This design comes from an exercise in tuning for small area on the open sky130 flow, not from production work. No functional check of the RTL was part of any run shown here. Power figures rest on the tool's default switching activity, not on a simulated workload.

## design/flow/design.v

```verilog
package requant_pkg;
    localparam int ACC_W   = 22;
    localparam int MANT_W  = 9;
    localparam int PROD_W  = 2 * MANT_W;
    localparam int ACT_W   = 8;
    localparam int SHIFT_W = 5;
    typedef logic signed [ACC_W-1:0] acc_t;
    typedef logic signed [MANT_W-1:0] mant_t;
    typedef logic signed [PROD_W-1:0] prod_t;
    typedef logic signed [ACT_W-1:0] act_t;
    typedef logic [SHIFT_W-1:0] shift_t;
    typedef enum logic [1:0] {
        WIN_13 = 2'd0,
        WIN_8  = 2'd1,
        WIN_5  = 2'd2,
        WIN_3  = 2'd3
    } win_lo_t;
    localparam act_t ACT_MAX = 8'sh7f;
    localparam act_t ACT_MIN = 8'sh80;
endpackage
`timescale 1ns/1ps
import requant_pkg::*;
module acc_normalize (
    input  logic [ACC_W-1:0]     a,
    output logic [MANT_W-1:0]    win,
    output logic [1:0]           sel
);
    logic run16, run13, run11;
    always_comb begin
        run16 = (a[ACC_W-1:16] == {6{a[ACC_W-1]}});
        run13 = (a[ACC_W-1:13] == {9{a[ACC_W-1]}});
        run11 = (a[ACC_W-1:11] == {11{a[ACC_W-1]}});
        if (!run16) begin
            sel = WIN_13;
            win = a[21:13];
        end else if (!run13) begin
            sel = WIN_8;
            win = a[16:8];
        end else if (!run11) begin
            sel = WIN_5;
            win = a[13:5];
        end else begin
            sel = WIN_3;
            win = a[11:3];
        end
    end
endmodule
`timescale 1ns/1ps
import requant_pkg::*;
module scale_table
#(
    parameter int DN     = 6,
    parameter int GROUPS = 4
) (
    input  logic                        clk,
    input  logic                        rst_n,
    input  logic                        scale_we,
    input  logic [$clog2(GROUPS)-1:0]   scale_addr,
    input  logic [DN*MANT_W-1:0]        scale_wdata,
    input  logic [$clog2(GROUPS)-1:0]   grp,
    output logic [DN*MANT_W-1:0]        rd_scale
);
    localparam int WW = DN * MANT_W;
    logic [GROUPS*WW-1:0] mem;
    logic [GROUPS-1:0]    wr_seen;
    for (genvar g = 0; g < GROUPS; g++) begin : g_word
        always_ff @(posedge clk) begin
            if (scale_we && scale_addr == g) begin
                mem[g*WW +: WW] <= scale_wdata;
            end
        end
        always_ff @(posedge clk or negedge rst_n) begin
            if (!rst_n) begin
                wr_seen[g] <= 1'b0;
            end else if (scale_we && scale_addr == g) begin
                wr_seen[g] <= 1'b1;
            end
        end
    end
    assign rd_scale = wr_seen[grp] ? mem[grp*WW +: WW] : '0;
endmodule
`timescale 1ns/1ps
import requant_pkg::*;
module requant_lanes (
    input  logic [PROD_W-1:0]    prod,
    input  logic [1:0]           sel,
    input  logic [SHIFT_W-1:0]   n,
    input  logic                 relu_en,
    output logic [ACT_W-1:0]     res
);
    localparam int RW = PROD_W + 2;
    logic [SHIFT_W-1:0]       lo;
    logic [SHIFT_W-1:0]       sh;
    logic signed [RW-1:0]     dbl;
    logic signed [RW-1:0]     rnd;
    always_comb begin
        case (sel)
            WIN_8:   lo = 5'd8;
            WIN_5:   lo = 5'd5;
            WIN_3:   lo = 5'd3;
            default: lo = 5'd13;
        endcase
        sh = n - lo;
        dbl = {{2{prod[PROD_W-1]}}, prod} <<< 1;
        rnd = ((dbl >>> sh) + RW'(1)) >>> 1;
        if (rnd > RW'(ACT_MAX)) begin
            res = ACT_MAX;
        end else if (rnd < RW'(ACT_MIN)) begin
            res = ACT_MIN;
        end else begin
            res = ACT_W'(rnd);
        end
        if (relu_en && prod[PROD_W-1]) begin
            res = '0;
        end
    end
endmodule
`timescale 1ns/1ps
module bw_mul9 (
    input  logic [8:0] a,
    input  logic [8:0] b,
    output logic [17:0] p
);
    logic pp_0_0;
    logic pp_0_1;
    logic pp_0_2;
    logic pp_0_3;
    logic pp_0_4;
    logic pp_0_5;
    logic pp_0_6;
    logic pp_0_7;
    logic pp_0_8;
    logic pp_1_0;
    logic pp_1_1;
    logic pp_1_2;
    logic pp_1_3;
    logic pp_1_4;
    logic pp_1_5;
    logic pp_1_6;
    logic pp_1_7;
    logic pp_1_8;
    logic pp_2_0;
    logic pp_2_1;
    logic pp_2_2;
    logic pp_2_3;
    logic pp_2_4;
    logic pp_2_5;
    logic pp_2_6;
    logic pp_2_7;
    logic pp_2_8;
    logic pp_3_0;
    logic pp_3_1;
    logic pp_3_2;
    logic pp_3_3;
    logic pp_3_4;
    logic pp_3_5;
    logic pp_3_6;
    logic pp_3_7;
    logic pp_3_8;
    logic pp_4_0;
    logic pp_4_1;
    logic pp_4_2;
    logic pp_4_3;
    logic pp_4_4;
    logic pp_4_5;
    logic pp_4_6;
    logic pp_4_7;
    logic pp_4_8;
    logic pp_5_0;
    logic pp_5_1;
    logic pp_5_2;
    logic pp_5_3;
    logic pp_5_4;
    logic pp_5_5;
    logic pp_5_6;
    logic pp_5_7;
    logic pp_5_8;
    logic pp_6_0;
    logic pp_6_1;
    logic pp_6_2;
    logic pp_6_3;
    logic pp_6_4;
    logic pp_6_5;
    logic pp_6_6;
    logic pp_6_7;
    logic pp_6_8;
    logic pp_7_0;
    logic pp_7_1;
    logic pp_7_2;
    logic pp_7_3;
    logic pp_7_4;
    logic pp_7_5;
    logic pp_7_6;
    logic pp_7_7;
    logic pp_7_8;
    logic pp_8_0;
    logic pp_8_1;
    logic pp_8_2;
    logic pp_8_3;
    logic pp_8_4;
    logic pp_8_5;
    logic pp_8_6;
    logic pp_8_7;
    logic pp_8_8;
    logic s0;
    logic c0;
    logic s1;
    logic c1;
    logic s2;
    logic c2;
    logic s3;
    logic c3;
    logic s4;
    logic c4;
    logic s5;
    logic c5;
    logic s6;
    logic c6;
    logic s7;
    logic c7;
    logic s8;
    logic c8;
    logic s9;
    logic c9;
    logic s10;
    logic c10;
    logic s11;
    logic c11;
    logic s12;
    logic c12;
    logic s13;
    logic c13;
    logic s14;
    logic c14;
    logic s15;
    logic c15;
    logic s16;
    logic c16;
    logic s17;
    logic c17;
    logic s18;
    logic c18;
    logic s19;
    logic c19;
    logic s20;
    logic c20;
    logic s21;
    logic c21;
    logic s22;
    logic c22;
    logic s23;
    logic c23;
    logic s24;
    logic c24;
    logic s25;
    logic c25;
    logic s26;
    logic c26;
    logic s27;
    logic c27;
    logic s28;
    logic c28;
    logic s29;
    logic c29;
    logic s30;
    logic c30;
    logic s31;
    logic c31;
    logic s32;
    logic c32;
    logic s33;
    logic c33;
    logic s34;
    logic c34;
    logic s35;
    logic c35;
    logic s36;
    logic c36;
    logic s37;
    logic c37;
    logic s38;
    logic c38;
    logic s39;
    logic c39;
    logic s40;
    logic c40;
    logic s41;
    logic c41;
    logic s42;
    logic c42;
    logic s43;
    logic c43;
    logic s44;
    logic c44;
    logic s45;
    logic c45;
    logic s46;
    logic c46;
    logic s47;
    logic c47;
    logic s48;
    logic c48;
    logic s49;
    logic c49;
    logic s50;
    logic c50;
    logic s51;
    logic c51;
    logic s52;
    logic c52;
    logic s53;
    logic c53;
    logic s54;
    logic c54;
    logic s55;
    logic c55;
    assign pp_0_0 = a[0] & b[0];
    assign pp_0_1 = a[0] & b[1];
    assign pp_0_2 = a[0] & b[2];
    assign pp_0_3 = a[0] & b[3];
    assign pp_0_4 = a[0] & b[4];
    assign pp_0_5 = a[0] & b[5];
    assign pp_0_6 = a[0] & b[6];
    assign pp_0_7 = a[0] & b[7];
    assign pp_0_8 = ~(a[0] & b[8]);
    assign pp_1_0 = a[1] & b[0];
    assign pp_1_1 = a[1] & b[1];
    assign pp_1_2 = a[1] & b[2];
    assign pp_1_3 = a[1] & b[3];
    assign pp_1_4 = a[1] & b[4];
    assign pp_1_5 = a[1] & b[5];
    assign pp_1_6 = a[1] & b[6];
    assign pp_1_7 = a[1] & b[7];
    assign pp_1_8 = ~(a[1] & b[8]);
    assign pp_2_0 = a[2] & b[0];
    assign pp_2_1 = a[2] & b[1];
    assign pp_2_2 = a[2] & b[2];
    assign pp_2_3 = a[2] & b[3];
    assign pp_2_4 = a[2] & b[4];
    assign pp_2_5 = a[2] & b[5];
    assign pp_2_6 = a[2] & b[6];
    assign pp_2_7 = a[2] & b[7];
    assign pp_2_8 = ~(a[2] & b[8]);
    assign pp_3_0 = a[3] & b[0];
    assign pp_3_1 = a[3] & b[1];
    assign pp_3_2 = a[3] & b[2];
    assign pp_3_3 = a[3] & b[3];
    assign pp_3_4 = a[3] & b[4];
    assign pp_3_5 = a[3] & b[5];
    assign pp_3_6 = a[3] & b[6];
    assign pp_3_7 = a[3] & b[7];
    assign pp_3_8 = ~(a[3] & b[8]);
    assign pp_4_0 = a[4] & b[0];
    assign pp_4_1 = a[4] & b[1];
    assign pp_4_2 = a[4] & b[2];
    assign pp_4_3 = a[4] & b[3];
    assign pp_4_4 = a[4] & b[4];
    assign pp_4_5 = a[4] & b[5];
    assign pp_4_6 = a[4] & b[6];
    assign pp_4_7 = a[4] & b[7];
    assign pp_4_8 = ~(a[4] & b[8]);
    assign pp_5_0 = a[5] & b[0];
    assign pp_5_1 = a[5] & b[1];
    assign pp_5_2 = a[5] & b[2];
    assign pp_5_3 = a[5] & b[3];
    assign pp_5_4 = a[5] & b[4];
    assign pp_5_5 = a[5] & b[5];
    assign pp_5_6 = a[5] & b[6];
    assign pp_5_7 = a[5] & b[7];
    assign pp_5_8 = ~(a[5] & b[8]);
    assign pp_6_0 = a[6] & b[0];
    assign pp_6_1 = a[6] & b[1];
    assign pp_6_2 = a[6] & b[2];
    assign pp_6_3 = a[6] & b[3];
    assign pp_6_4 = a[6] & b[4];
    assign pp_6_5 = a[6] & b[5];
    assign pp_6_6 = a[6] & b[6];
    assign pp_6_7 = a[6] & b[7];
    assign pp_6_8 = ~(a[6] & b[8]);
    assign pp_7_0 = a[7] & b[0];
    assign pp_7_1 = a[7] & b[1];
    assign pp_7_2 = a[7] & b[2];
    assign pp_7_3 = a[7] & b[3];
    assign pp_7_4 = a[7] & b[4];
    assign pp_7_5 = a[7] & b[5];
    assign pp_7_6 = a[7] & b[6];
    assign pp_7_7 = a[7] & b[7];
    assign pp_7_8 = ~(a[7] & b[8]);
    assign pp_8_0 = ~(a[8] & b[0]);
    assign pp_8_1 = ~(a[8] & b[1]);
    assign pp_8_2 = ~(a[8] & b[2]);
    assign pp_8_3 = ~(a[8] & b[3]);
    assign pp_8_4 = ~(a[8] & b[4]);
    assign pp_8_5 = ~(a[8] & b[5]);
    assign pp_8_6 = ~(a[8] & b[6]);
    assign pp_8_7 = ~(a[8] & b[7]);
    assign pp_8_8 = a[8] & b[8];
    assign s0 = pp_0_6 ^ pp_1_5;
    assign c0 = pp_0_6 & pp_1_5;
    assign s1 = pp_0_7 ^ pp_1_6 ^ pp_2_5;
    assign c1 = (pp_0_7 & pp_1_6) | (pp_0_7 & pp_2_5) | (pp_1_6 & pp_2_5);
    assign s2 = pp_3_4 ^ pp_4_3;
    assign c2 = pp_3_4 & pp_4_3;
    assign s3 = pp_0_8 ^ pp_1_7 ^ pp_2_6;
    assign c3 = (pp_0_8 & pp_1_7) | (pp_0_8 & pp_2_6) | (pp_1_7 & pp_2_6);
    assign s4 = pp_3_5 ^ pp_4_4 ^ pp_5_3;
    assign c4 = (pp_3_5 & pp_4_4) | (pp_3_5 & pp_5_3) | (pp_4_4 & pp_5_3);
    assign s5 = pp_6_2 ^ pp_7_1;
    assign c5 = pp_6_2 & pp_7_1;
    assign s6 = pp_1_8 ^ pp_2_7 ^ pp_3_6;
    assign c6 = (pp_1_8 & pp_2_7) | (pp_1_8 & pp_3_6) | (pp_2_7 & pp_3_6);
    assign s7 = pp_4_5 ^ pp_5_4 ^ pp_6_3;
    assign c7 = (pp_4_5 & pp_5_4) | (pp_4_5 & pp_6_3) | (pp_5_4 & pp_6_3);
    assign s8 = pp_7_2 ^ pp_8_1 ^ 1'b1;
    assign c8 = (pp_7_2 & pp_8_1) | (pp_7_2 & 1'b1) | (pp_8_1 & 1'b1);
    assign s9 = pp_2_8 ^ pp_3_7 ^ pp_4_6;
    assign c9 = (pp_2_8 & pp_3_7) | (pp_2_8 & pp_4_6) | (pp_3_7 & pp_4_6);
    assign s10 = pp_5_5 ^ pp_6_4 ^ pp_7_3;
    assign c10 = (pp_5_5 & pp_6_4) | (pp_5_5 & pp_7_3) | (pp_6_4 & pp_7_3);
    assign s11 = pp_3_8 ^ pp_4_7 ^ pp_5_6;
    assign c11 = (pp_3_8 & pp_4_7) | (pp_3_8 & pp_5_6) | (pp_4_7 & pp_5_6);
    assign s12 = pp_0_4 ^ pp_1_3;
    assign c12 = pp_0_4 & pp_1_3;
    assign s13 = pp_0_5 ^ pp_1_4 ^ pp_2_3;
    assign c13 = (pp_0_5 & pp_1_4) | (pp_0_5 & pp_2_3) | (pp_1_4 & pp_2_3);
    assign s14 = pp_3_2 ^ pp_4_1;
    assign c14 = pp_3_2 & pp_4_1;
    assign s15 = pp_2_4 ^ pp_3_3 ^ pp_4_2;
    assign c15 = (pp_2_4 & pp_3_3) | (pp_2_4 & pp_4_2) | (pp_3_3 & pp_4_2);
    assign s16 = pp_5_1 ^ pp_6_0 ^ s0;
    assign c16 = (pp_5_1 & pp_6_0) | (pp_5_1 & s0) | (pp_6_0 & s0);
    assign s17 = pp_5_2 ^ pp_6_1 ^ pp_7_0;
    assign c17 = (pp_5_2 & pp_6_1) | (pp_5_2 & pp_7_0) | (pp_6_1 & pp_7_0);
    assign s18 = c0 ^ s1 ^ s2;
    assign c18 = (c0 & s1) | (c0 & s2) | (s1 & s2);
    assign s19 = pp_8_0 ^ c1 ^ c2;
    assign c19 = (pp_8_0 & c1) | (pp_8_0 & c2) | (c1 & c2);
    assign s20 = s3 ^ s4 ^ s5;
    assign c20 = (s3 & s4) | (s3 & s5) | (s4 & s5);
    assign s21 = c3 ^ c4 ^ c5;
    assign c21 = (c3 & c4) | (c3 & c5) | (c4 & c5);
    assign s22 = s6 ^ s7 ^ s8;
    assign c22 = (s6 & s7) | (s6 & s8) | (s7 & s8);
    assign s23 = pp_8_2 ^ c6 ^ c7;
    assign c23 = (pp_8_2 & c6) | (pp_8_2 & c7) | (c6 & c7);
    assign s24 = c8 ^ s9 ^ s10;
    assign c24 = (c8 & s9) | (c8 & s10) | (s9 & s10);
    assign s25 = pp_6_5 ^ pp_7_4 ^ pp_8_3;
    assign c25 = (pp_6_5 & pp_7_4) | (pp_6_5 & pp_8_3) | (pp_7_4 & pp_8_3);
    assign s26 = c9 ^ c10 ^ s11;
    assign c26 = (c9 & c10) | (c9 & s11) | (c10 & s11);
    assign s27 = pp_4_8 ^ pp_5_7 ^ pp_6_6;
    assign c27 = (pp_4_8 & pp_5_7) | (pp_4_8 & pp_6_6) | (pp_5_7 & pp_6_6);
    assign s28 = pp_7_5 ^ pp_8_4 ^ c11;
    assign c28 = (pp_7_5 & pp_8_4) | (pp_7_5 & c11) | (pp_8_4 & c11);
    assign s29 = pp_5_8 ^ pp_6_7 ^ pp_7_6;
    assign c29 = (pp_5_8 & pp_6_7) | (pp_5_8 & pp_7_6) | (pp_6_7 & pp_7_6);
    assign s30 = pp_0_3 ^ pp_1_2;
    assign c30 = pp_0_3 & pp_1_2;
    assign s31 = pp_2_2 ^ pp_3_1 ^ pp_4_0;
    assign c31 = (pp_2_2 & pp_3_1) | (pp_2_2 & pp_4_0) | (pp_3_1 & pp_4_0);
    assign s32 = pp_5_0 ^ c12 ^ s13;
    assign c32 = (pp_5_0 & c12) | (pp_5_0 & s13) | (c12 & s13);
    assign s33 = c13 ^ c14 ^ s15;
    assign c33 = (c13 & c14) | (c13 & s15) | (c14 & s15);
    assign s34 = c15 ^ c16 ^ s17;
    assign c34 = (c15 & c16) | (c15 & s17) | (c16 & s17);
    assign s35 = c17 ^ c18 ^ s19;
    assign c35 = (c17 & c18) | (c17 & s19) | (c18 & s19);
    assign s36 = c19 ^ c20 ^ s21;
    assign c36 = (c19 & c20) | (c19 & s21) | (c20 & s21);
    assign s37 = c21 ^ c22 ^ s23;
    assign c37 = (c21 & c22) | (c21 & s23) | (c22 & s23);
    assign s38 = c23 ^ c24 ^ s25;
    assign c38 = (c23 & c24) | (c23 & s25) | (c24 & s25);
    assign s39 = c25 ^ c26 ^ s27;
    assign c39 = (c25 & c26) | (c25 & s27) | (c26 & s27);
    assign s40 = pp_8_5 ^ c27 ^ c28;
    assign c40 = (pp_8_5 & c27) | (pp_8_5 & c28) | (c27 & c28);
    assign s41 = pp_6_8 ^ pp_7_7 ^ pp_8_6;
    assign c41 = (pp_6_8 & pp_7_7) | (pp_6_8 & pp_8_6) | (pp_7_7 & pp_8_6);
    assign s42 = pp_0_2 ^ pp_1_1;
    assign c42 = pp_0_2 & pp_1_1;
    assign s43 = pp_2_1 ^ pp_3_0 ^ s30;
    assign c43 = (pp_2_1 & pp_3_0) | (pp_2_1 & s30) | (pp_3_0 & s30);
    assign s44 = s12 ^ c30 ^ s31;
    assign c44 = (s12 & c30) | (s12 & s31) | (c30 & s31);
    assign s45 = s14 ^ c31 ^ s32;
    assign c45 = (s14 & c31) | (s14 & s32) | (c31 & s32);
    assign s46 = s16 ^ c32 ^ s33;
    assign c46 = (s16 & c32) | (s16 & s33) | (c32 & s33);
    assign s47 = s18 ^ c33 ^ s34;
    assign c47 = (s18 & c33) | (s18 & s34) | (c33 & s34);
    assign s48 = s20 ^ c34 ^ s35;
    assign c48 = (s20 & c34) | (s20 & s35) | (c34 & s35);
    assign s49 = s22 ^ c35 ^ s36;
    assign c49 = (s22 & c35) | (s22 & s36) | (c35 & s36);
    assign s50 = s24 ^ c36 ^ s37;
    assign c50 = (s24 & c36) | (s24 & s37) | (c36 & s37);
    assign s51 = s26 ^ c37 ^ s38;
    assign c51 = (s26 & c37) | (s26 & s38) | (c37 & s38);
    assign s52 = s28 ^ c38 ^ s39;
    assign c52 = (s28 & c38) | (s28 & s39) | (c38 & s39);
    assign s53 = s29 ^ c39 ^ s40;
    assign c53 = (s29 & c39) | (s29 & s40) | (c39 & s40);
    assign s54 = c29 ^ c40 ^ s41;
    assign c54 = (c29 & c40) | (c29 & s41) | (c40 & s41);
    assign s55 = pp_7_8 ^ pp_8_7 ^ c41;
    assign c55 = (pp_7_8 & pp_8_7) | (pp_7_8 & c41) | (pp_8_7 & c41);
    logic [17:0] r0, r1;
    assign r0 = {1'b1, pp_8_8, c54, c53, c52, c51, c50, c49, c48, c47, c46, c45, c44, c43, c42, pp_2_0, pp_0_1, pp_0_0};
    assign r1 = {1'b0, c55, s55, s54, s53, s52, s51, s50, s49, s48, s47, s46, s45, s44, s43, s42, pp_1_0, 1'b0};
    assign p = r0 + r1;
endmodule
`timescale 1ns/1ps
import requant_pkg::*;
module requant_top
#(
    parameter int DN     = 6,
    parameter int GROUPS = 4
) (
    input  logic                        clk,
    input  logic                        rst_n,
    input  logic [DN*ACC_W-1:0]         acc_data,
    input  logic                        acc_valid,
    input  logic [$clog2(GROUPS)-1:0]   grp,
    input  logic [SHIFT_W-1:0]          n,
    input  logic                        relu_en,
    input  logic                        scale_we,
    input  logic [$clog2(GROUPS)-1:0]   scale_addr,
    input  logic [DN*MANT_W-1:0]        scale_wdata,
    output logic [DN*ACT_W-1:0]         act_data,
    output logic                        act_valid
);
    logic [DN*MANT_W-1:0] rd_scale;
    scale_table #(
        .DN          (DN),
        .GROUPS      (GROUPS)
    ) u_scale_table (
        .clk         (clk),
        .rst_n       (rst_n),
        .scale_we    (scale_we),
        .scale_addr  (scale_addr),
        .scale_wdata (scale_wdata),
        .grp         (grp),
        .rd_scale    (rd_scale)
    );
    logic [SHIFT_W-1:0] n_q;
    logic               relu_q;
    always_ff @(posedge clk) begin
        n_q    <= n;
        relu_q <= relu_en;
    end
    for (genvar i = 0; i < DN; i++) begin : g_lane
        logic [MANT_W-1:0] win;
        logic [1:0]        sel;
        logic [PROD_W-1:0] prod_q;
        logic [1:0]        sel_q;
        logic [PROD_W-1:0] prod;
        bw_mul9 u_mul (
            .a (win),
            .b (rd_scale[i*MANT_W +: MANT_W]),
            .p (prod)
        );
        acc_normalize u_norm (
            .a   (acc_data[i*ACC_W +: ACC_W]),
            .win (win),
            .sel (sel)
        );
        always_ff @(posedge clk) begin
            prod_q <= prod;
            sel_q  <= sel;
        end
        requant_lanes u_lane (
            .prod    (prod_q),
            .sel     (sel_q),
            .n       (n_q),
            .relu_en (relu_q),
            .res     (act_data[i*ACT_W +: ACT_W])
        );
    end
    always_ff @(posedge clk or negedge rst_n) begin
        if (!rst_n) begin
            act_valid <= 1'b0;
        end else begin
            act_valid <= acc_valid;
        end
    end
endmodule
```

## design/flow/run.sh

```bash
#!/bin/bash
# synth_recipe.tcl (not shown) runs the flow's synth.tcl, then flattens the netlist and writes it again
# the make line also repeats each setting of config.mk as NAME=value (left out here)
make -C /OpenROAD-flow-scripts/flow DESIGN_CONFIG=/design/flow/config.mk WORK_HOME=/design/flow/orfs CLKGATE_MAP_FILE= SYNTH_SCRIPT=/design/flow/synth_recipe.tcl finish
```

## design/flow/config.mk

```make
export PLATFORM = sky130hd
export DESIGN_NAME = requant_top
export DESIGN_NICKNAME = requant_top
export VERILOG_FILES = /design/flow/design.v
export SDC_FILE = /design/flow/constraint.sdc
export NUM_CORES = 4
export LEC_CHECK = 0
export CAP_MARGIN = 20
export CORE_MARGIN = 2
export CORE_UTILIZATION = 40
export SLEW_MARGIN = 20
```

## design/flow/constraint.sdc

```tcl
create_clock -name core_clock -period 6.5 [get_ports {clk}]
set_input_delay 1.3000 -clock core_clock [delete_from_list [all_inputs] [get_ports {clk}]]
set_output_delay 1.3000 -clock core_clock [all_outputs]
set_load 0.01 [all_outputs]
```

==> results.txt, run 1 <==
Status
The run finished, with violations left. The layout checks failed on setup timing.

STA
The setup violation total in the final timing report is 24. The final count of pins violating max slew is 0. The slew at the pin with the worst max-slew slack is about 960 ps. The largest clock skew in the final design is ~11 ps. The maximum frequency from static timing analysis is approximately 0.15 GHz.

Setup repair after global routing could not meet its margin everywhere. Of the available clock period, the critical path in the final layout requires 1.053. The worst path in the final design needs a cycle of ~7000 ps, including I/O delays and setup. The count of final hold-check violations was 0. The minimum setup slack in the final design is -345.2 ps. Headroom to the max-slew limit came out at 0.3579. The final total negative setup slack is -5210 ps.

GRT
The initial antenna violation count is 20. The via count of the first global-routing pass is 34240. The overall track demand over capacity in global routing is 0.2255. The first global-routing pass estimated 174.9 mm of wire. Entering global routing, the biggest net connects 58 pins. Summed over all layers, the global routing overflow is 0.

Placed design
The half-perimeter wire length after placement is 87.29 mm. The instance area at placement is between 40000 and 50000 sq um. Before CTS, the worst setup slack after placement is -706.4 ps.

At the end of routability-driven placement, the weighted congestion stood at a little over 0.9. Port buffering added 230 buffers.

Detailed routing
Dividing the detail-routed via count by the number of cells gives 5.243. The pre-antenna-repair detailed-routing pass consisted of 6 iterations. The mean routed wirelength per cell is between 15 and 20 um.

The DRC marker count from the first detailed-route iteration is between 1500 and 2000. The aggregate routed wire length is ~110 mm. For this run, design rule violations remaining after detail routing come to 0. For this block, the via count after detailed routing is 33980. The count of nets left with antenna violations once routing finished came out at 0.

Layout
The post-route cell area is a little over 50000 sq um. The post-route core utilization is 0.5455. Fill cells in the final layout number 8454.

In the final layout, the share of cells above drive strength 1 is 0.2925. For this run, the post-layout net count is 5859. Compared with the post-synthesis result, the final layout area differs by 35.46%.

Floorplanning
The vertical die dimension is 310.3 um. The area of the core is approximately 93000 sq um. For this configuration, the core starts out at a cell density of 0.4027. During I/O placement, the number of pins put on the boundary was approximately 250. The die outline area is between 90000 and 100000 sq um. Measured along the x axis, the die boundary spans 310.3 um. In this run the core area contains approximately 110 standard-cell rows.

Run
The max capacitance violation total is 0.

Power
The worst-case IR drop observed on VDD is 292.4 uV. The analysis attributes to cell leakage a power of roughly 23 nW. Dividing total power by cell area gives a power density of about 400 nW/um^2. Summing internal, switching and leakage power gives just over 20 mW.

Logic synthesis
Sorting the synthesized cells by area gives the leading types as edfxtp_1, fa_1, dfxtp_1, ha_1, mux4_2. The dominant register cell in the synthesized netlist is edfxtp_1. Of the post-synthesis cell area, the dominant cell type holds 0.1728.

The area of the mapped netlist is 37530 sq um. After synthesis, the share of flip-flops with an asynchronous set or reset is 0.01441. The share of the Yosys chip area taken by registers is 0.2434. Among all cell types in the netlist, the one instantiated most often is inv_1. Synthesis handed over a netlist of approximately 4200 instances.

Yosys mapped a number of flops with a built-in enable equal to roughly 220. The count of warnings emitted by yosys is 4. The top cell type by total area after synthesis is edfxtp_1. The post-synth net total is around 4900. The synthesized flop and latch total is between 300 and 400.

The number of distinct library cells after synthesis is slightly below 100. By count the netlist is led by inv_1, nand2_1, nor2_1. In this run the mean area of a mapped cell was 8.984 sq um.

Clock tree
CTS saw 347 sinks. The H-tree was split into 2 levels. The clock latency of the later-clocked register in the worst-skew pair is roughly 570 ps. The number of clock buffers added by TritonCTS is 43. The number of buffers on the longest clock path is 3. The clock edge transition at the registers on the reported setup and hold paths is 60 ps.

The clock tree from TritonCTS is built. The root buffer cell is clkbuf_16.

Setup path
STA classifies the critical path endpoint as a primary output. The critical path class is reg2out. The data arrival time of the critical path is roughly 5600 ps. The slowest stage of the critical path is the or4b_4 cell. The number of buffers and inverters on the critical path is 8. The required arrival time at the worst endpoint is between 5000 and 6000 ps.

The gate family responsible for the most delay along the worst path is simple AND/OR/NAND/NOR gates. The signal on the critical path passes through inv_4 -> buf_6 -> buf_8 -> ha_4 -> fa_2 -> buf_6 -> buf_12 -> mux2i_4 -> mux2i_1 -> buf_4 -> nand2_2 -> o21a_1 -> mux2i_2 -> a31oi_4 -> or4b_4 -> or4_4 -> a21boi_2 -> or3_4 -> o41ai_4 -> buf_4 -> o21ai_1 -> buf_2. Along the worst path, the maximum fanout reaches 7. STA classifies the critical path startpoint as a flip-flop.

On the worst path, the slowest cell contributes a delay of ~570 ps.

Worst hold path
The path class of the tightest hold or removal check is reg2reg.
==> metal layers <==
metal  global-route usage  share of wire  up-vias
li1                     -              -    16560
met1               0.2780           0.42    16440
met2               0.3980           0.50      736
met3              0.03623          0.046      210
met4              0.07988          0.032       28
met5                    0         0.0017        -
==> logic make-up after synthesis <==
family	share of synthesized area
DFF	0.2434
adders and majority gates	0.2181
xor gates and xnor gates	0.03431
AOI/OAI and AO/OA	0.1433
buffers and inverters	0.06658
muxes	0.1143
and+or+nand+nor	0.1801
==> final cells by class <==
type                            instances  area [sq um]  share of cell area
Clock inverter                         31         296.5            0.005834
Antenna cell                            6         15.01           0.0002954
Sequential cell                       347          9144              0.1799
Clock buffer                           49          1181             0.02324
Multi-Input combinational cell       3173         27610              0.5431
Timing Repair Buffer                 1122          9140              0.1798
Tap cell                             1254          1569             0.03087
Inverter                              498          1877             0.03692
==> power by group <==
group          total, mW  internal (mW)  switching [mW]  leakage [nW]
Combinational       14.9           7.74            7.17          19.0
Sequential          3.23           2.87           0.351          3.09
Clock               2.47           1.45            1.02         0.712
Total               20.6           12.1            8.54          22.8
==> through the flow <==
step                      hold slack [ps]  instances
after floorplan                     433.7       4177
after global placement              445.7       6274
after detailed placement            457.1       6274
after CTS                           473.5       6411
after global routing                480.9       6478
final                               471.8       6480
==> flip-flops by register name (all words and copies together), names as in the netlist <==
name                   flops
u_scale_table.mem        216
g_lane.prod_q            108
g_lane.sel_q              12
n_q                        5
u_scale_table.wr_seen      4
act_valid                  1
relu_q                     1
==> cells in the final DEF, fill, tap and decap left out, types with 41 or more instances in the layout <==
master,instances
buf_4,855
inv_1,481
nand2_1,453
nor2_1,387
fa_1,279
edfxtp_1,216
clkdlybuf4s50_1,169
ha_1,152
a21oi_1,141
mux2i_1,125
dfxtp_1,120
o21ai_0,112
mux4_2,94
nand3_1,87
xnor2_1,86
nor3_1,76
and2_1,70
nor2b_1,70
nand2b_1,59
mux2_2,58
o21a_1,58
o21ai_1,51
xor2_1,51
clkbuf_16,45
o211ai_1,41
==> worst reg2reg max path, stage by stage (launching register included) <==
cell and delay [ps]:
dfrtp_1 350, mux4_4 330, buf_4 340, and2_1 550, nand2b_1 150, fa_1 530
inv_1 50, fa_1 470, inv_1 50, fa_1 470, inv_1 40, ha_1 330
nor2b_1 150, o21a_1 190, o21a_1 190, o21a_1 180, o21a_1 190, o21ai_2 150
a211o_1 190, o21ai_2 70, a21o_1 170, a21oi_1 140
==> worst paths after layout <==
path,startpoint,depth (start not counted),end,slack [ps]
setup / recovery,n_q[0],22,act_data[24],-350
hold / removal,u_scale_table.wr_seen[2],1,u_scale_table.wr_seen[2],470
setup reg to reg,u_scale_table.wr_seen[1],21,g_lane[5].prod_q[17],1140
hold reg to reg,u_scale_table.wr_seen[2],1,u_scale_table.wr_seen[2],470
max in group asynchronous,rst_n,1,act_valid,5330
min in group asynchronous,rst_n,1,u_scale_table.wr_seen[1],960
==> what timing repair did <==
action                                 CTS  global route
setup endpoints to repair               57            75
buffers inserted                        53            66
endpoints found under the hold margin    0             0
hold buffers                             0             0
cloned                                   4             0
pin swaps                               55           139
resized for setup                      287           298
==> inputs of run 2 (changes only) <==
--- a/design/flow/design.v
+++ b/design/flow/design.v
@@ -88,11 +88,17 @@
     input  logic                 relu_en,
     output logic [ACT_W-1:0]     res
 );
-    localparam int RW = PROD_W + 2;
-    logic [SHIFT_W-1:0]       lo;
-    logic [SHIFT_W-1:0]       sh;
-    logic signed [RW-1:0]     dbl;
-    logic signed [RW-1:0]     rnd;
+    logic [SHIFT_W-1:0] lo;
+    logic [SHIFT_W-1:0] sh;
+    logic               sgn;
+    logic [26:0]        ext;
+    logic [26:0]        win;
+    logic [7:0]         f8;
+    logic               g;
+    logic               fits;
+    logic [17:7]        run;
+    logic               zero;
+    logic [8:0]         inc;
     always_comb begin
         case (sel)
             WIN_8:   lo = 5'd8;
@@ -100,18 +106,25 @@
             WIN_3:   lo = 5'd3;
             default: lo = 5'd13;
         endcase
-        sh = n - lo;
-        dbl = {{2{prod[PROD_W-1]}}, prod} <<< 1;
-        rnd = ((dbl >>> sh) + RW'(1)) >>> 1;
-        if (rnd > RW'(ACT_MAX)) begin
-            res = ACT_MAX;
-        end else if (rnd < RW'(ACT_MIN)) begin
-            res = ACT_MIN;
-        end else begin
-            res = ACT_W'(rnd);
+        sh  = n - lo;
+        sgn = prod[PROD_W-1];
+        ext = {{8{sgn}}, prod, 1'b0};
+        win = ext >> sh[4:0];
+        g   = win[0];
+        f8  = win[8:1];
+        run[17] = 1'b1;
+        for (int k = 16; k >= 7; k--) begin
+            run[k] = run[k+1] & (prod[k] == sgn);
         end
-        if (relu_en && prod[PROD_W-1]) begin
+        fits = (sh >= 5'd10) ? 1'b1 : run[sh + 5'd7];
+        zero = (sh >= 5'd18) || (relu_en && sgn);
+        inc = {1'b0, f8} + {8'd0, g};
+        if (zero) begin
             res = '0;
+        end else if (!fits || (inc[7] && !f8[7])) begin
+            res = sgn ? ACT_MIN : ACT_MAX;
+        end else begin
+            res = inc[7:0];
         end
     end
 endmodule
==> run 2 against run 1 <==
Highest routed layer unchanged; sequential power increased by 7.4%; global-route usage down 1.0 points; final cell count down 6.5%; clock power fell by 8.1%; via count fell by 4.8%; synthesized cell count shrank 3.0%; the layout still fails its checks (setup timing); register-to-register slack lost 130 ps.
==> results.txt, run 2 <==
GRT
The first global-routing pass estimated approximately 170 mm of wire. The overall track demand over capacity in global routing is 0.2154. For this run the aggregate overflow at the end of global routing stands at 0. Entering global routing, the biggest net connects 56 pins. The via count of the first global-routing pass is ~32000. The initial antenna violation count is 20.

Placed design
The final RePlAce weighted congestion is around 0.9. The number of buffers inserted by port buffering is 230. The half-perimeter wire length after placement is 81.92 mm. The pre-CTS setup slack is -755.4 ps.

Worst hold path
Counting instances, the worst hold path has a depth of 1. The path with the worst hold slack has its endpoint at u_scale_table.wr_seen[0]. The startpoint identified for the worst hold timing path is u_scale_table.wr_seen[0]. The tightest min-delay check is of the reg2reg type.

Layout
In the layout the commonest cells are buf_4, inv_1, nor2_1. The largest register by flop count is u_scale_table.mem. The share of layout cells above drive strength 1 is 0.2336.

In the final design database the tool counted ~5500 nets. The layout overhead on the synthesized area is 27.61%. The most frequent standard cell in the layout excluding fill and tap cells is buf_4.

In the final layout, the registers with the most flip-flops are u_scale_table.mem x216, g_lane.prod_q x108, g_lane.sel_q x12. The register with the most flip-flops in the layout has between 200 and 250 of them.

Power
The areal power density over the cells is approximately 390 nW/um^2. The design draws 18.69 mW. The peak supply drop is 353.7 uV. The static leakage is ~21 nW.

Logic synthesis
The number of enable-type register cells in the synthesized netlist is approximately 220. The per-instance average area after synthesis is 9.210 sq um. inv_1 is the most common cell in the netlist.

The synthesized flop and latch total is approximately 350. Of the post-synthesis cell area, the part taken by muxes is 0.1033. The area of the mapped netlist is around 37000 sq um. The most used flip-flop cell after synthesis is edfxtp_1. Of all flip-flops after synthesis, the portion carrying an async set or reset was 0.01441. Sorting the synthesized cells by area gives the leading types as edfxtp_1, fa_1, dfxtp_1, mux4_2, ha_1. The portion of synthesized cell area occupied by the leading cell type is 0.1738. Counting instances in the post-synthesis netlist gives the leading cell types as inv_1, nor2_1, nand2_1. The complex-gate fraction of the synthesized area is 0.1534. The synthesized instance count is 4051. The count of warnings emitted by yosys is 4. edfxtp_1 takes more of the synthesized area than any other cell. The area share of xor/xnor cells in the synthesized design is 0.03109. By area, the combinational part of the netlist is dominated by adder cells. The adder-cell share of the synthesized area is 0.2274. The number of nets in the synthesized netlist is between 4000 and 5000. Yosys mapped the design onto approximately 110 distinct sky130hd cell types. The sequential share of the synthesized area is 0.2448. The simple logic cell fraction of the synthesized area is 0.1712.

Detailed routing
In this run, the number of DRC markers left after iteration 0 of detailed routing was 1997. The number of remaining DRC errors is 0. Summing over every cut layer, the via total after detailed routing is 32360.

The remaining antenna violation count after routing is 0. In the final routed layout, each cell accounts on average for approximately 17 um. In the routed layout, each cell is associated on average with a via count of approximately 5.3. Wires add up to around 100 mm. Before antenna repair, the detailed router went through 5 iterations.

Clock tree
The clock tree from TritonCTS is built. The number of H-tree levels is 2. The clock latency of the later-clocked register in the worst-skew pair is 590 ps. Counting the buffers created by CTS gives ~40.

The number of buffers on the longest clock path is 3. After clock tree synthesis, the clock-pin slew on the worst setup and hold paths is around 60 ps. The root buffer cell is clkbuf_16. The number of sinks on the clock net is ~350.

Floorplanning
In this run the core area contains approximately 110 standard-cell rows. The vertical die dimension is just over 300 um. The starting utilization of the core area is 0.4016. The die is 309.4 um wide. The total area inside the core boundary comes to a little over 90000 sq um. The die outline area is approximately 96000 sq um.

The count of pins on the block boundary is between 200 and 250.

STA
Setup repair after global routing could not meet its margin everywhere. The setup violation total in the final timing report is 8. Headroom to the max-slew limit came out at 0.3209. The maximum frequency from static timing analysis is roughly 0.15 GHz. For the finished layout, the period the worst path requires is 6727 ps. The worst hold-check slack is approximately 460 ps. For the pin with the worst max-slew slack, the measured transition is just over 1000 ps. In the post-route analysis, the smallest setup slack over all paths is -227.0 ps. The count of final hold-check violations is 0.

The portion of the clock cycle consumed by the worst path in the final layout is 1.035. The largest clock skew in the final design is 29.97 ps. The final count of pins violating max slew is 0.

Setup path
The top fanout value on the critical path is 8. The startpoint type of the worst setup path is a flip-flop. The depth of the worst register-to-register path is 18. The critical path is of the reg2out type. At the worst endpoint, the arrival time is 5430 ps. The worst register-to-register path ends at g_lane[1].prod_q[15]. At the worst endpoint, the required time is roughly 5200 ps.

The start of the worst register-to-register path is u_scale_table.wr_seen[3]. The setup slack of the worst register-to-register path is around 1000 ps. The worst setup path is captured at a primary output.

Run
The tool flagged a number of max-cap violations equal to 0.

Status
The run finished, with violations left. The checks that failed were setup timing.
## run 2: cell types whose count changed after synthesis, moves of 21 or more
cell,previous run,this run
buf_2,20,53
ha_1,174,198
inv_1,494,473
mux2i_1,145,81
nand2_1,468,383
o21a_1,61,24
o21ai_0,175,136
## run 2: worst max-delay path by stage
stage	from	to	slack [ps]	cells after the start
floorplan	acc_data[87]	g_lane[3].prod_q[16]	-40	23
global placement	acc_data[64]	g_lane[2].prod_q[14]	-710	25
detailed placement	acc_data[64]	g_lane[2].prod_q[14]	-760	25
CTS	g_lane[5].sel_q[1]	act_data[44]	-190	23
global route	g_lane[5].sel_q[1]	act_data[42]	-490	26
finish	g_lane[5].sel_q[1]	act_data[47]	-230	23
## run 2: per-layer routing
layer  vias to the layer above  part of all wire  GRT usage
met1                     15720              0.45     0.2908
li1                      15710                 -          -
met4                        30             0.022    0.05001
met3                       159             0.057    0.04351
met2                       740              0.47     0.3559
met5                         -            0.0019          0
## run 2: layout make-up
type	count	area [sq um]
fillers	8659	45300
repair buffers	856	7254
well taps	1254	1569
diodes	4	10.01
clock inverters	29	286.5
inverters	480	1805
flip-flops and latches	347	9139
multi-input cells	3044	26500
clock buffers	47	1049
## run 2: where the power goes
group	total [mW]	internal (mW)	switching (mW)
clock network	2.27	1.27	1.00
logic	12.9	6.76	6.19
registers	3.47	2.88	0.583
## run 2: what timing repair did
action | 4_1_cts | 5_1_grt
cloned | 2 | 3
buffers inserted | 14 | 24
endpoints found under the setup margin | 55 | 78
hold buffers | 0 | 0
gates resized for setup | 138 | 181
pin swaps | 23 | 44
## run 2: critical path, cell delays in order (launching register included)
cell and delay (ps):
dfxtp_4 380, nand2b_4 140, ha_4 120, inv_2 40
fa_2 650, buf_12 160, buf_4 110, mux4_2 520
a31oi_1 280, a21oi_1 120, ha_2 180, o211ai_1 120
nor3_2 80, and3b_2 240, ha_4 170, a221o_1 270
a221oi_2 210, mux2i_2 140, o32ai_4 240, buf_4 160
buf_6 90, nor2_4 30, a211oi_2 210, buf_4 170
## run 2: cells by family (layout without fill, tap and decap cells)
family / count (synthesis) / count (layout)
adders and majority gates: 498 / 498
AOI/OAI and AO/OA: 827 / 827
and+or+nand+nor: 1351 / 1351
muxes: 239 / 239
buffers and inverters: 660 / 1412
xor gates and xnor gates: 129 / 129
other: 0 / 4
DFF: 347 / 347
## run 2: per-stage QoR
stage | std cells | utilization | cell area (sq um) | TNS [ps]
floorplan | 4051 | - | 37490 | -43.03
global placement | 5939 | 0.4863 | 45180 | -19010
detailed placement | 5939 | 0.4863 | 45180 | -20610
CTS | 6031 | 0.5049 | 46910 | -1050
global route | 6058 | 0.5124 | 47600 | -4166
finish | 6061 | 0.5125 | 47610 | -1230
==> inputs of run 3 (changes only) <==
--- a/design/flow/config.mk
+++ b/design/flow/config.mk
@@ -8,4 +8,5 @@
 export CAP_MARGIN = 20
 export CORE_MARGIN = 2
 export CORE_UTILIZATION = 40
+export GPL_TIMING_DRIVEN = 0
 export SLEW_MARGIN = 20
==> run 3 against run 2 <==
Still fails the layout checks on setup timing; first-iteration DRC count increased by 18%; via count decreased by 0.79%; hold slack improved by 3.3 ps; critical endpoint is now act_data[42]; largest cell class unchanged; power decreased by 8.0%; area after synthesis unchanged; clock power decreased by 3%; synthesized cell count unchanged; critical path type unchanged; cell area decreased by 3.9%; utilization decreased by 2.0 points; sequential share of layout area increased by 0.81 points.
==> results.txt, run 3 <==
Layout
The filler cells instantiated in the layout total 8705. The register with the most flip-flops in the final layout is u_scale_table.mem. Leaving out fill and tap cells, the most frequent cell in the layout is inv_1.

Leaving out fill and tap cells, the most frequent cells in the layout are inv_1, nor2_1, nand2_1. From synthesis to final layout, the design area changed by 22.60%. The net total in the final layout is around 5100.

The register with the most flip-flops in the layout has roughly 220 of them. The share of layout cells above drive strength 1 is 0.1845. Once layout is done, the placed cells without fillers occupy about 46000 sq um. The largest registers in the layout are u_scale_table.mem x216, g_lane.prod_q x108, g_lane.sel_q x12.

GRT
The met2 demand-to-capacity share in global routing is 0.3643. The wire length of the first global-routing pass is between 150 and 200 mm. For this run the aggregate overflow at the end of global routing stands at 0.

The overall track demand over capacity in global routing is 0.2275. The met3 usage is 0.03819. For met1 alone, demand over resource in global routing was 0.3157.

After global routing, the most crowded layer is met2. Entering global routing, the biggest net connects 44 pins. The via count of the first global-routing pass came to about 31000. The initial antenna violation count was 27.

Status
The layout checks failed on setup timing. The flow ran to the end, but the layout failed its checks.

STA
The smallest clock period supported by the final layout is computed as roughly 6800 ps. Final hold analysis gives a worst-case slack of around 470 ps. The portion of the clock cycle consumed by the worst path in the final layout is 1.043. Derived from the worst setup path, the maximum achievable clock frequency is about 0.15 GHz. The clock arrives with about 38 ps of skew.

The final total negative setup slack is -1939 ps. The final count of pins violating max slew came to 0. The count of final hold-check violations is 0.

Setup repair after global routing could not meet its margin everywhere. The slew at the pin with the worst max-slew slack is about 900 ps. After layout, the worst setup slack is -277.3 ps. The relative slew slack is 0.3969.

The setup violation total in the final timing report is 9.

Floorplanning
The die is between 300 and 400 um wide. The die covers 95730 sq um. The vertical die dimension is ~310 um. The floorplan step defined a core boundary enclosing 92910 sq um.

The initial utilization of the core area, before any placement, comes to 0.4016. The number of placement rows is around 110. During I/O placement, the number of pins put on the boundary was 249.

Setup path
The top fanout value on the critical path is 8. For the worst flop-to-flop path, the logic depth is 19. The worst setup path is of the reg2out kind. The critical path buffer and inverter count is 8. STA puts the critical path data arrival time at roughly 5500 ps.

The startpoint type of the worst setup path is a flip-flop. At the worst endpoint, the required time is ~5200 ps. The start of the worst register-to-register path is u_scale_table.wr_seen[2]. The most frequent cell on the critical path is nor2_1. In this design, the stage delay of the slowest critical-path cell is about 590 ps. The worst register-to-register path ends at g_lane[3].prod_q[15]. The gate family responsible for the most delay along the worst path is compound AO/OA/AOI/OAI gates. The capturing element type of the critical path is a primary output.

The setup slack of the worst register-to-register path is roughly 870 ps. The library cell contributing the largest single delay on the critical path is fa_2.

Logic synthesis
The count of warnings emitted by yosys is 4. A synthesized cell averages 9.210 sq um. The area of the mapped netlist is roughly 37000 sq um. For this run, the register share of the synthesized area comes to 0.2448. After synthesis the netlist holds a flip-flop and latch count of approximately 350. Sorting the synthesized cells by area gives the leading types as edfxtp_1, fa_1, dfxtp_1, mux4_2, ha_1. The number of enable-type register cells in the synthesized netlist is between 200 and 250. In this run, distinct cell masters in the synthesized netlist total 107. The commonest cells after synthesis are inv_1, nor2_1, nand2_1.

The portion of synthesized cell area occupied by the leading cell type is 0.1738. By instance count, the leading cell after synthesis is inv_1. In the synthesized netlist the dominant register cell turns out to be edfxtp_1. The synthesized instance count is slightly above 4000. The post-synth net total is 4749.

The synthesized design spends more area on one cell type than any other, namely edfxtp_1. The fraction of registers with async set/reset is 0.01441.

Power
Of the total power, the clock network draws 0.128. The analysis attributes to cell leakage a power of just under 20 nW. In this run the power density over the cells is 375.8 nW/um^2. Of the total power, registers draw 0.193. The switching power is 7.608 mW. The share of total power consumed by net switching is 0.4425. Overall power consumption after layout is estimated at 17.19 mW. The combinational power share is 0.679. Cell internal power was estimated by the tool at between 9 and 10 mW. The peak supply drop is 270.8 uV.

Placed design
Input and output buffers added on the ports amount to ~230. The final RePlAce weighted congestion is around 0.94. In this run the cell area measured after placement is about 42000 sq um. The half-perimeter wire length after placement is 84.09 mm.

Worst hold path
The instance count along the most critical hold path is 1. The min-delay analysis places its worst path in the category reg2reg. The worst hold path terminates at u_scale_table.wr_seen[3]. The worst hold path begins at u_scale_table.wr_seen[3].

Run
Across the run, the number of max-cap violations was 0.

Detailed routing
The detailed router placed 32110 vias in this run. After detailed routing, the number of remaining DRC violations is 0. In the final routed layout, each cell accounts on average for between 15 and 20 um. The aggregate routed wire length is around 110 mm. After detailed routing, the number of vias per cell comes to ~5.6. The detailed router finished its first iteration with between 2000 and 2500 violations. The detail route stage leaves a number of antenna-violating nets equal to 0. The number of iterations in the first detailed-routing pass is 7.

Clock tree
The root buffer cell is clkbuf_16. The longest clock path from root to sink contains 3 buffers. The number of sinks on the clock net is ~350. The number of buffers created by CTS is 38. The number of H-tree levels is 2. The clock edge transition at the registers on the reported setup and hold paths is around 60 ps. TritonCTS built the clock tree. The later pin in the worst-skew pair is clocked with a latency of just under 600 ps.
[run 3: cell counts after synthesis]
No cell type changed its count.
[run 3: layout make-up]
class / instances / area (sq um) / area share
plain buffers: 173 / 1142 / 0.02497
diodes: 8 / 20.02 / 0.0004377
inverters: 480 / 1815 / 0.03969
clock buffers: 48 / 1018 / 0.02227
flip-flops and latches: 347 / 9151 / 0.2001
clock inverters: 21 / 256.5 / 0.005608
well taps: 1254 / 1569 / 0.03430
multi-input cells: 3045 / 27350 / 0.5979
repair buffers: 362 / 3420 / 0.07476
[run 3: per-layer routing]
| layer | up-vias | wire [um] |
|---|---|---|
| met5 | - | 144 |
| met4 | 24 | 2956 |
| met3 | 176 | 8082 |
| met2 | 1081 | 51430 |
| met1 | 15770 | 48280 |
| li1 | 15050 | - |
[run 3: how the worst max path moves through the flow]
| stage | from | endpoint | slack [ps] | depth (start not counted) |
|---|---|---|---|---|
| after CTS | n_q[0] | act_data[44] | -300 | 26 |
| after global placement | scale_we | u_scale_table.wr_seen[0] | -3360 | 3 |
| final | n_q[0] | act_data[42] | -280 | 29 |
| after floorplan | acc_data[87] | g_lane[3].prod_q[16] | -40 | 23 |
| after global routing | n_q[0] | act_data[42] | -550 | 28 |
| after detailed placement | grp[1] | g_lane[0].prod_q[15] | -2630 | 19 |
[run 3: cells by family (layout without fill, tap and decap cells)]
group           after synthesis  count (layout)  share of synthesized area
compound gates              827             828                     0.1534
xor+xnor                    129             129                    0.03109
fa+ha+maj                   498             498                     0.2274
buf+inv                     660            1084                    0.06878
flops                       347             347                     0.2448
mux                         239             239                     0.1033
other cells                   0               8                          0
simple gates               1351            1351                     0.1712
[run 3: power by group through the flow]
stage               Clock [mW]  Sequential [mW]  Combinational [mW]
global route              2.34             3.38                13.1
CTS                       2.26             3.30                11.3
floorplan                    0             3.18                8.51
global placement             0             3.34                10.7
finish                    2.21             3.32                11.7
detailed placement           0             3.35                10.8
[run 3: through the flow]
stage	cells	setup WS, ps	util
after floorplan	4051	-43.03	-
final	5738	-277.3	0.4923
after detailed placement	5543	-2629	0.4473
after global routing	5737	-546.2	0.4923
after global placement	5530	-3363	0.4446
after CTS	5683	-296.4	0.4804
[run 3: repair_timing]
action / CTS / global route
setup endpoints to repair: 118 / 85
hold buffers: 0 / 0
pin swaps: 59 / 58
cloned: 1 / 0
endpoints found under the hold margin: 0 / 0
setup buffers: 73 / 52
resized for setup: 448 / 214
==> inputs of run 4 (changes only) <==
--- a/design/flow/design.v
+++ b/design/flow/design.v
@@ -58,7 +58,8 @@
     input  logic [$clog2(GROUPS)-1:0]   scale_addr,
     input  logic [DN*MANT_W-1:0]        scale_wdata,
     input  logic [$clog2(GROUPS)-1:0]   grp,
-    output logic [DN*MANT_W-1:0]        rd_scale
+    output logic [DN*MANT_W-1:0]        rd_scale,
+    output logic                        rd_zero
 );
     localparam int WW = DN * MANT_W;
     logic [GROUPS*WW-1:0] mem;
@@ -77,19 +78,18 @@
             end
         end
     end
-    assign rd_scale = wr_seen[grp] ? mem[grp*WW +: WW] : '0;
+    assign rd_scale = mem[grp*WW +: WW];
+    assign rd_zero  = !wr_seen[grp];
 endmodule
 `timescale 1ns/1ps
 import requant_pkg::*;
 module requant_lanes (
     input  logic [PROD_W-1:0]    prod,
-    input  logic [1:0]           sel,
-    input  logic [SHIFT_W-1:0]   n,
+    input  logic [SHIFT_W-1:0]   sh,
+    input  logic                 zero_scale,
     input  logic                 relu_en,
     output logic [ACT_W-1:0]     res
 );
-    logic [SHIFT_W-1:0] lo;
-    logic [SHIFT_W-1:0] sh;
     logic               sgn;
     logic [26:0]        ext;
     logic [26:0]        win;
@@ -97,19 +97,13 @@
     logic               g;
     logic               fits;
     logic [17:7]        run;
+    logic [7:0]         cy;
+    logic               p01, p23, p45, p0123;
     logic               zero;
-    logic [8:0]         inc;
     always_comb begin
-        case (sel)
-            WIN_8:   lo = 5'd8;
-            WIN_5:   lo = 5'd5;
-            WIN_3:   lo = 5'd3;
-            default: lo = 5'd13;
-        endcase
-        sh  = n - lo;
         sgn = prod[PROD_W-1];
         ext = {{8{sgn}}, prod, 1'b0};
-        win = ext >> sh[4:0];
+        win = ext >> sh;
         g   = win[0];
         f8  = win[8:1];
         run[17] = 1'b1;
@@ -117,14 +111,25 @@
             run[k] = run[k+1] & (prod[k] == sgn);
         end
         fits = (sh >= 5'd10) ? 1'b1 : run[sh + 5'd7];
-        zero = (sh >= 5'd18) || (relu_en && sgn);
-        inc = {1'b0, f8} + {8'd0, g};
+        zero = (sh >= 5'd18) || zero_scale || (relu_en && sgn);
+        p01   = f8[0] & f8[1];
+        p23   = f8[2] & f8[3];
+        p45   = f8[4] & f8[5];
+        p0123 = p01 & p23;
+        cy[0] = g;
+        cy[1] = g & f8[0];
+        cy[2] = g & p01;
+        cy[3] = g & p01 & f8[2];
+        cy[4] = g & p0123;
+        cy[5] = g & p0123 & f8[4];
+        cy[6] = g & p0123 & p45;
+        cy[7] = g & p0123 & p45 & f8[6];
         if (zero) begin
             res = '0;
-        end else if (!fits || (inc[7] && !f8[7])) begin
+        end else if (!fits || (cy[7] && !f8[7])) begin
             res = sgn ? ACT_MIN : ACT_MAX;
         end else begin
-            res = inc[7:0];
+            res = f8 ^ cy[7:0];
         end
     end
 endmodule
@@ -546,6 +551,7 @@
     output logic                        act_valid
 );
     logic [DN*MANT_W-1:0] rd_scale;
+    logic                 rd_zero;
     scale_table #(
         .DN          (DN),
         .GROUPS      (GROUPS)
@@ -556,40 +562,50 @@
         .scale_addr  (scale_addr),
         .scale_wdata (scale_wdata),
         .grp         (grp),
-        .rd_scale    (rd_scale)
+        .rd_scale    (rd_scale),
+        .rd_zero     (rd_zero)
     );
-    logic [SHIFT_W-1:0] n_q;
-    logic               relu_q;
+    logic relu_q;
+    logic zero_q;
     always_ff @(posedge clk) begin
-        n_q    <= n;
         relu_q <= relu_en;
+        zero_q <= rd_zero;
     end
     for (genvar i = 0; i < DN; i++) begin : g_lane
-        logic [MANT_W-1:0] win;
-        logic [1:0]        sel;
-        logic [PROD_W-1:0] prod_q;
-        logic [1:0]        sel_q;
-        logic [PROD_W-1:0] prod;
-        bw_mul9 u_mul (
-            .a (win),
-            .b (rd_scale[i*MANT_W +: MANT_W]),
-            .p (prod)
-        );
+        logic [MANT_W-1:0]  win;
+        logic [1:0]         sel;
+        logic [SHIFT_W-1:0] lo;
+        logic [PROD_W-1:0]  prod;
+        logic [PROD_W-1:0]  prod_q;
+        logic [SHIFT_W-1:0] sh_q;
         acc_normalize u_norm (
             .a   (acc_data[i*ACC_W +: ACC_W]),
             .win (win),
             .sel (sel)
         );
+        bw_mul9 u_mul (
+            .a (win),
+            .b (rd_scale[i*MANT_W +: MANT_W]),
+            .p (prod)
+        );
+        always_comb begin
+            case (sel)
+                WIN_8:   lo = 5'd8;
+                WIN_5:   lo = 5'd5;
+                WIN_3:   lo = 5'd3;
+                default: lo = 5'd13;
+            endcase
+        end
         always_ff @(posedge clk) begin
             prod_q <= prod;
-            sel_q  <= sel;
+            sh_q   <= n - lo;
         end
         requant_lanes u_lane (
-            .prod    (prod_q),
-            .sel     (sel_q),
-            .n       (n_q),
-            .relu_en (relu_q),
-            .res     (act_data[i*ACT_W +: ACT_W])
+            .prod       (prod_q),
+            .sh         (sh_q),
+            .zero_scale (zero_q),
+            .relu_en    (relu_q),
+            .res        (act_data[i*ACT_W +: ACT_W])
         );
     end
     always_ff @(posedge clk or negedge rst_n) begin
==> run 4 against run 3 <==
Now clean on timing, DRC and antenna; combinational power shrank about 10%; cell area shrank 1.6%; hold slack gained 1.7 ps; clock skew shrank 21 ps; via count shrank 3.8%; highest routed layer unchanged.
==> results.txt, run 4 <==
Status
The flow ran to the end and the layout has no timing, DRC or antenna violations.

STA
For this run, the top clock speed supported by timing is about 0.16 GHz. The final count of pins violating max slew is 0. The final total negative setup slack is 0 ps.

The largest clock skew in the final design is about 18 ps. Setup repair after global routing could not meet its margin everywhere. The setup violation total in the final timing report is 0. The relative slew slack is 0.2433. The clock period minus final worst setup slack is 6347 ps. Once routing completed, OpenROAD measured the worst setup slack at 152.5 ps. The portion of the clock cycle consumed by the worst path in the final layout is 0.9765. The count of final hold-check violations is 0. For the pin with the worst max-slew slack, the measured transition is roughly 1100 ps. The worst hold-check slack is around 470 ps.

Logic synthesis
The area of the mapped netlist is approximately 38000 sq um. The dominant register cell in the synthesized netlist is edfxtp_1. The top cell type by total area after synthesis is edfxtp_1.

The count of warnings emitted by yosys is 4. The share of the Yosys chip area taken by registers is 0.2497. The number of enable-type register cells in the synthesized netlist is 216. By instance count, the leading cell after synthesis is inv_1.

For this run, asynchronously set or reset flops after synthesis account for 0.01385. Sorting the synthesized cells by area gives the leading types as edfxtp_1, fa_1, mux4_2, dfxtp_1, ha_1. The synthesized flop and latch total is roughly 360. The number of distinct library cells after synthesis is 90. Of the post-synthesis cell area, the dominant cell type holds 0.1720. The synthesized instance count is between 3000 and 4000.

Averaged over all synthesized cells, the footprint is about 9.5 sq um. The number of nets handed over by synthesis was roughly 4700. In the synthesized netlist, the cells that appear most often are inv_1, nand2_1, fa_1.

Detailed routing
The total number of vias is around 31000. Once detail routing completed, the nets flagged for antenna violations numbered 0. Using the TritonRoute via totals, the vias-per-cell ratio works out to between 5 and 6.

Dividing the detail-routed wire length by the instance count gives approximately 19 um. The number of iterations in the first detailed-routing pass is 6. The DRC marker count from the first detailed-route iteration is ~2200. After detailed routing, the number of remaining DRC violations is 0. Summed over all layers, the routed wires come to around 110 mm.

Clock tree
The clock drives roughly 360 sinks. TritonCTS built the clock tree. The root buffer cell is clkbuf_16. In this run, post-CTS hold repair placed 0 buffers. The clock edge transition at the registers on the reported setup and hold paths is ~60 ps. The clock latency of the later-clocked register in the worst-skew pair is between 500 and 600 ps. No sink is reached through more buffers than the 3 on the longest clock path. The number of buffers created by CTS is 42.

The H-tree generated during clock tree synthesis spans 2 levels.

Setup path
The capturing element type of the critical path is a flip-flop. The end point of the critical path is g_lane[3].prod_q[15]. Setup slack on the worst reg-to-reg path comes out at ~1500 ps. The signal on the critical path passes through dlygate4sd2_1 -> or4_4 -> mux2i_4 -> nand3_4 -> nand3b_1 -> o221a_2 -> mux2i_4 -> buf_4 -> nand2b_1 -> fa_1 -> fa_1 -> inv_1 -> fa_1 -> inv_1 -> fa_1 -> inv_1 -> ha_1 -> o221ai_1 -> a21oi_1 -> o41ai_2 -> o21ai_1 -> xor2_1. The most critical setup path has its startpoint at acc_data[82]. In this design, the stage delay of the slowest critical-path cell is 580 ps. For the worst setup path, the data required time is roughly 7000 ps. The depth of the worst register-to-register path is 17. Among the stages of the critical path, the cell type that occurs most often is fa_1.

The endpoint identified for the worst register-to-register timing path is g_lane[1].prod_q[16]. The critical path class is in2reg. STA classifies the critical path startpoint as an input pin. Of all nets on the critical path, the largest fanout is 8. The library cell contributing the largest single delay on the critical path is or4_4.

The start of the worst register-to-register path is u_scale_table.mem[15]. STA puts the critical path data arrival time at slightly below 7000 ps.

Layout
The layout overhead on the synthesized area is 19.37%. More flip-flops sit in one register than any other, and that register is u_scale_table.mem. The largest registers in the layout are u_scale_table.mem x216, g_lane.prod_q x108, g_lane.sh_q x30. The net total in the final layout is between 5000 and 6000. The layout has between 8000 and 9000 filler cells. The flip-flop and latch area is between 9000 and 10000 sq um.

The multi-input gate area in the final layout is about 27000 sq um. The share of layout cells above drive strength 1 is 0.1477. The number of flip-flops in the largest register is approximately 220. The top cell types in the final layout, fill and taps aside, are inv_1, nand2_1, fa_1.

The library cell used most frequently in the layout, excluding fill and tap cells, is inv_1.

GRT
The initial antenna violation count was 27. For this run the aggregate overflow at the end of global routing stands at 0. Entering global routing, the biggest net connects 46 pins.

The first global-routing pass estimated ~170 mm of wire. For this run, the total global-route usage over all layers was measured as 0.2158. The via count of the first global-routing pass was roughly 30000.

Power
The areal power density over the cells is about 360 nW/um^2. The peak supply drop is approximately 210 uV. The static leakage is 19.07 nW.

Floorplanning
The die width is 311.0 um. The area of the core is 93330 sq um. approximately 250 I/O pins were placed. The vertical die dimension is roughly 310 um. The initial utilization of the core area, before any placement, comes to 0.4040.

The die outline area is roughly 97000 sq um. The number of placement rows is between 100 and 150.

Placed design
The number of buffers inserted by port buffering is 228. Prior to clock tree synthesis, the placed netlist has a worst setup slack of -2025 ps. Summed over all nets, the half-perimeter wirelength after detailed placement is about 81 mm. The final RePlAce weighted congestion is roughly 0.92.

Worst hold path
The type of the worst min-delay path is reg2reg.

Run
Across the run, the number of max-cap violations was 0.
[run 4: cells by family after synthesis]
| group | after synthesis | synth area share |
|---|---|---|
| and+or+nand+nor | 1180 | 0.1515 |
| AOI/OAI and AO/OA | 786 | 0.1372 |
| buffers and inverters | 677 | 0.07055 |
| adders and majority gates | 510 | 0.2290 |
| DFF | 361 | 0.2497 |
| muxes | 334 | 0.1343 |
| xor gates and xnor gates | 120 | 0.02787 |
[run 4: power breakdown]
group / internal, mW / total (mW) / switching, mW
clock network: 1.32 / 2.30 / 0.981
registers: 2.96 / 3.48 / 0.523
logic: 4.94 / 10.5 / 5.60
total: 9.22 / 16.3 / 7.11
[run 4: worst min path at each step]
| stage | from | end | slack [ps] | depth (start not counted) |
|---|---|---|---|---|
| finish | u_scale_table.wr_seen[0] | u_scale_table.wr_seen[0] | 470 | 1 |
| global route | u_scale_table.wr_seen[3] | u_scale_table.wr_seen[3] | 480 | 1 |
| CTS | u_scale_table.wr_seen[1] | u_scale_table.wr_seen[1] | 470 | 1 |
| detailed placement | u_scale_table.wr_seen[1] | u_scale_table.wr_seen[1] | 450 | 1 |
| global placement | u_scale_table.wr_seen[0] | u_scale_table.wr_seen[0] | 450 | 1 |
| floorplan | u_scale_table.wr_seen[2] | u_scale_table.wr_seen[2] | 430 | 1 |
[run 4: layer usage]
layer  GRT usage  part of all wire  vias up
met5           0            0.0015        -
met4     0.05051             0.024       26
met3     0.03712             0.064      173
met2      0.3606              0.47      941
met1      0.2917              0.44    15180
li1            -                 -    14570
[run 4: timing repair]
action	CTS	global route
pin swaps	21	43
buffers inserted	46	49
cloned	2	1
gates resized for setup	171	152
setup endpoints to repair	60	49
endpoints found under the hold margin	0	0
[run 4: through the flow]
step           instance area, sq um  instances  total power [mW]  utilization
2_1_floorplan                 37750       3968             11.15            -
3_3_place_gp                  41600       5450             13.41       0.4457
3_5_place_dp                  41780       5461             13.49       0.4476
4_1_cts                       44140       5586             16.05       0.4729
5_1_grt                       45000       5639             17.86       0.4822
6_report                      45010       5642             16.32       0.4823
[run 4: area by class of cell]
class	count	share of cell area
Clock buffer	54	0.02588
Buffer	154	0.01882
Multi-Input combinational cell	2931	0.5913
Clock inverter	23	0.003948
Sequential cell	361	0.2092
Tap cell	1254	0.03486
Timing Repair Buffer	337	0.07217
Antenna cell	7	0.0003892
Inverter	521	0.04345
[run 4: worst max-delay path, delay by kind of cell]
kind	cells	cell delay [ps]
AO/OA/AOI/OAI	5	1050
XOR/XNOR	1	150
AND/OR/NAND/NOR	4	1000
buffers and inverters	5	660
multiplexers	2	280
adder cells (fa/ha/maj)	5	2330

[what the ideal ports hide]
The flow's constraints put no driver on any port. The routed layouts listed below were extracted and timed again, unchanged, in two steps. Step 1 sets driving cells, clkbuf_16 on the clock port and buf_2 on the other inputs (assumed; they add their load-dependent delay and slew). Step 2, shift: input delay + t, output delay - t, t = (earliest + latest rising clock arrival at the registers) / 2. This alone moves slack from input paths to output paths. Three values: ideal, step 1, step 2; two values: the first two.
run	t (ns)	setup slack, ns	worst slew at a driven data input, ns
run 1	0.627	-0.345 / -0.409 / -0.418	0.17
run 2	0.637	-0.227 / -0.287 / -0.447	0.19
run 3	0.639	-0.277 / -0.340 / -0.439	0.15
run 4	0.634	0.153 / 0.164 / -0.470	0.16
Met with ideal ports but missed after step 2: setup timing in run 4. The setup slack of run 4, which loses most, moves by +0.011 ns with the drivers and by -0.623 ns with both steps.
